From an optimization exercise on the open Yosys and OpenROAD flow, aimed at small area; shortcuts taken in it are not production practice. The RTL was checked by simulation tests, not by an equivalence proof against the original design. Power and IR drop assume default switching activity.

Design rps_game, start of the top module:
module rps_game (
	input  logic                clock,
	input  logic                reset,
	input  logic                play,
	input  logic                load,
	input  game_pkg::strategy_t strategy,
	input  game_pkg::move_t     user_move,
	output logic                user_win,
	output logic                com_win,
	output logic                draw,
	output score_pkg::seg_t     hex0,
	output score_pkg::seg_t     hex1,
	output score_pkg::seg_t     hex2,
	output score_pkg::seg_t     hex3,
	output score_pkg::seg_t     hex4,
	output score_pkg::seg_t     hex5
);
export LEC_CHECK = 0
export CAP_MARGIN = 20
export CORE_MARGIN = 2
export CORE_UTILIZATION = 40
export CTS_BUF_LIST = sky130_fd_sc_hd__clkbuf_8
export CTS_CLUSTER_DIAMETER = 100
export CTS_CLUSTER_SIZE = 20
export PLACE_DENSITY = 0.6
export SLEW_MARGIN = 20
create_clock -name core_clock -period 10.0 [get_ports {clock}]
run.sh (not shown) runs the stock make flow with config.mk's settings and CLKGATE_MAP_FILE= SYNTH_SCRIPT=/design/flow/synth_recipe.tcl, a recipe that flattens the netlist after the stock synthesis.
The starting point finished with timing, DRC and antenna clean.
==> next run, changes <==
- CORE_UTILIZATION: 40 -> 25
- CTS_BUF_LIST: sky130_fd_sc_hd__clkbuf_8 -> not set
- CTS_CLUSTER_DIAMETER: 100 -> not set
- CTS_CLUSTER_SIZE: 20 -> not set
- PLACE_DENSITY: 0.6 -> 0.5
What happened:
- setup slack improves by 0.21 ns
- power rises by about a fifth
- die area rises by well over a third
- final cell count rises by about a fifth
- sequential cell count stays the same
- global-route usage falls by 6.0 points
- routed wire length rises by a little under a tenth
- synthesized area is unchanged
- synthesized cell count does not change
- worst hold slack degrades by 0.024 ns
==> next run, changes <==
- CORE_UTILIZATION: 25 -> 60
- CTS_BUF_LIST: not set -> sky130_fd_sc_hd__clkbuf_4 sky130_fd_sc_hd__clkbuf_8
- CTS_CLUSTER_SIZE: not set -> 30
- PLACE_DENSITY: 0.5 -> 0.75
=> The new run completed without violations; global-route usage increases by 14 points; final area falls by 4.0%; setup slack got worse by 0.068 ns; utilization climbs by 39 points; hold slack stays flat; power goes down by 2.9%; via count went up by 4.5%.


Setup of run A:
Starting RTL as in the previous note.
// rps_game
module rps_game (
	input  logic                clock,
	input  logic                reset,
	input  logic                play,
	input  logic                load,
	input  game_pkg::strategy_t strategy,
	input  game_pkg::move_t     user_move,
	output logic                user_win,
	output logic                com_win,
	output logic                draw,
	output score_pkg::seg_t     hex0,
	output score_pkg::seg_t     hex1,
	output score_pkg::seg_t     hex2,
	output score_pkg::seg_t     hex3,
	output score_pkg::seg_t     hex4,
	output score_pkg::seg_t     hex5
);
export LEC_CHECK = 0
export CAP_MARGIN = 20
export CORE_MARGIN = 2
export CORE_UTILIZATION = 40
export PLACE_DENSITY = 0.6
export SLEW_MARGIN = 20
create_clock -name core_clock -period 10.0 [get_ports {clock}]
standard.sh (not shown) runs the stock make flow with config.mk's settings and CLKGATE_MAP_FILE= SYNTH_SCRIPT=/design/flow/synth_recipe.tcl, a recipe that flattens the netlist after the stock synthesis.
==> flow/flow/run.sh <==
#!/bin/bash
# Own layout flow: the standard synthesis, then the same synthesis again with an area-oriented
# ABC script and without the full/half-adder extraction step; the smaller netlist is kept only if
# its flip-flops (names and cell types) are exactly those of the standard synthesis. The layout
# then runs the standard ORFS flow (standard.sh) with small port buffers and a leaner clock tree.
set -uo pipefail
W=$PWD
F=$W/flow
R=$W/orfs/results/$FLOW_PLATFORM/rps_game/base
LIB=$FLOW_HOME/platforms/$FLOW_PLATFORM/lib/sky130_fd_sc_hd__tt_025C_1v80.lib

# 1. standard synthesis
bash standard.sh synth > $W/log_std_synth.txt 2>&1 || { echo "standard synthesis failed"; exit 1; }
cp $R/1_2_yosys.v $W/netlist_std.v

# 2. custom synthesis in its own ORFS work home
sed -e 's#^\(source \$::env(SCRIPTS_DIR)/synth_preamble.tcl\)#\1\nset abc_args [lreplace $abc_args 1 1 $::env(MY_ABC)]#' \
    -e 's#^\(\s*\)extract_fa {\*}\[dont_use_extract_fa_args\]#\1\# extract_fa skipped#' \
    $FLOW_HOME/scripts/synth.tcl > $W/synth_c.tcl
sed -e "s#source \$::env(SCRIPTS_DIR)/synth.tcl#source $W/synth_c.tcl#" $W/synth_recipe.tcl > $W/synth_recipe_c.tcl
sed -e "s#SYNTH_SCRIPT=[^ ]*#SYNTH_SCRIPT=$W/synth_recipe_c.tcl#" -e "s#WORK_HOME=[^ ]*#WORK_HOME=$W/orfs_c#" \
    -e '/^if \[\[ -f/,/^fi/d' standard.sh > $W/standard_c.sh
best=$W/netlist_std.v
for s in $F/abc_*.script; do
  n=$(basename $s .script)
  rm -rf $W/orfs_c
  if MY_ABC=$s bash $W/standard_c.sh synth > $W/log_synth_$n.txt 2>&1; then
    cp $W/orfs_c/results/$FLOW_PLATFORM/rps_game/base/1_2_yosys.v $W/netlist_$n.v
  fi
done
rm -rf $W/orfs_c
python3 $F/pick.py $LIB $W/netlist_std.v $W/netlist_abc_*.v > $W/log_pick.txt 2>&1
best=$(tail -1 $W/log_pick.txt)
[[ -f "$best" ]] || best=$W/netlist_std.v
if [[ "$best" != "$W/netlist_std.v" ]]; then
  cp "$best" $R/1_2_yosys.v
  rm -f $R/1_synth.odb
fi

# 3. layout
bash standard.sh \
  "BUFFER_PORTS_ARGS=-buffer_cell sky130_fd_sc_hd__buf_1" \
  "CTS_ARGS=-sink_clustering_enable -repair_clock_nets -dont_use_dummy_load -buf_list {sky130_fd_sc_hd__clkbuf_8 sky130_fd_sc_hd__clkbuf_16}" \
  finish > $W/log_layout.txt 2>&1 || { echo "layout failed"; tail -20 $W/log_layout.txt; exit 1; }
ls -la $W/out
==> flow/flow/abc_mapa.script <==
strash
dch -f
map -a
topo
Other scripts of this flow, unchanged in this note and not shown: flow/flow/abc_amap.script, flow/flow/pick.py
Run A: full flow OK, the timing, DRC and antenna checks passed
--- input diff run A..run B ---
Settings: swapping 0.6 for 0.8 in PLACE_DENSITY; swapping 40 for 65 in CORE_UTILIZATION.
diff --git a/flow/flow/run.sh b/flow/flow/run.sh
--- a/flow/flow/run.sh
+++ b/flow/flow/run.sh
@@ -24,10 +24,13 @@
 for s in $F/abc_*.script; do
   n=$(basename $s .script)
-  rm -rf $W/orfs_c
-  if MY_ABC=$s bash $W/standard_c.sh synth > $W/log_synth_$n.txt 2>&1; then
-    cp $W/orfs_c/results/$FLOW_PLATFORM/rps_game/base/1_2_yosys.v $W/netlist_$n.v
-  fi
+  (
+    sed -e "s#WORK_HOME=[^ ]*#WORK_HOME=$W/orfs_$n#" $W/standard_c.sh > $W/standard_$n.sh
+    if MY_ABC=$s bash $W/standard_$n.sh synth > $W/log_synth_$n.txt 2>&1; then
+      cp $W/orfs_$n/results/$FLOW_PLATFORM/rps_game/base/1_2_yosys.v $W/netlist_$n.v
+    fi
+    rm -rf $W/orfs_$n
+  ) &
 done
-rm -rf $W/orfs_c
+wait
 python3 $F/pick.py $LIB $W/netlist_std.v $W/netlist_abc_*.v > $W/log_pick.txt 2>&1
 best=$(tail -1 $W/log_pick.txt)
@@ -41,5 +44,5 @@
 bash standard.sh \
   "BUFFER_PORTS_ARGS=-buffer_cell sky130_fd_sc_hd__buf_1" \
-  "CTS_ARGS=-sink_clustering_enable -repair_clock_nets -dont_use_dummy_load -buf_list {sky130_fd_sc_hd__clkbuf_8 sky130_fd_sc_hd__clkbuf_16}" \
+  "CTS_ARGS=-sink_clustering_enable -repair_clock_nets -dont_use_dummy_load -buf_list {sky130_fd_sc_hd__clkbuf_8} -sink_clustering_size 15 -sink_clustering_max_diameter 100" \
   finish > $W/log_layout.txt 2>&1 || { echo "layout failed"; tail -20 $W/log_layout.txt; exit 1; }
 ls -la $W/out
==> flow/flow/abc_ds1.script (new file) <==
strash
&get -n
&deepsyn -I 20 -J 10
&put
dch -f
amap
topo
removed: flow/flow/abc_mapa.script
## What came out
- Between run A and run B, area added between synthesis and finish decreased.
- Core util | run B vs run A | run B higher
- Maximum frequency in run B vs run A: down 6.8%
- Diff run A and run B: global routing met3 resource utilization lower in run A
- Comparing run A and run B, the lower setup slack of the critical path after layout was measured on run B.
- Compare run A and run B | sum of met2 wire segment lengths after detailed routing higher: run B
- Data arrival time of the critical path was higher in run B than in run A.
- Run B reports a lower area used by multi-input combinational logic than run A does.
- Taking run A as the reference point, the final design instance area without fill of run B falls by 7.6%.
- Against run A, run B comes in 142 lower on number of tap instances.
[inputs] run C vs run B
Settings: PLACE_DENSITY changed from 0.8 to 0.6; CORE_UTILIZATION changed from 65 to 40.
[summary]
Run C was carried through to the last stage, and its layout satisfied the timing, DRC and antenna checks. Run B completed every stage of the flow, and the final layout passed the timing, DRC and antenna checks. Run C against run B: combinational cell fraction of total power lost 0.4 points; setup slack higher; number of buffers inserted by hold repair at cts held; width of the die rose 27%; overall power after layout decreased by 0.36% relative to the old numbers. Run B ended up with fewer cell instances than run C did. Compared to run B, the routing of run C uses more wire. Comparing run B and run C, share of power burned in the clock network is higher on run C.

==> port drivers added, routing unchanged <==
No port has a modelled driver above. Below, the same layouts with a new extraction and two added sets of constraints.
Step 1, drivers: a clkbuf_16 drives clock and a buf_2 each remaining input, both assumed.
Step 2 moves the port delays by t, midway between the first and last clock arrival at a register: inputs arrive t later, outputs are due t later. That takes back most of the time a late clock gives input paths.
Three values: ideal, step 1, step 2; two values: the first two.
| run | t, ns | setup WS [ns] | cell pins on the clock port's net |
|---|---|---|---|
| the first run of note 1 | 0.565 | 4.579 / 4.579 / 4.579 | 1 |
| the second run of note 1 | 0.585 | 4.787 / 4.787 / 4.787 | 1 |
| the third run of note 1 | 0.569 | 4.718 / 4.718 / 4.718 | 1 |
| run A | 0.560 | 3.677 / 3.677 / 3.677 | 1 |
| run B | 0.556 | 3.219 / 3.219 / 3.219 | 1 |
| run C | 0.561 | 3.393 / 3.393 / 3.393 | 1 |
After both steps setup and hold are still met in every run listed.
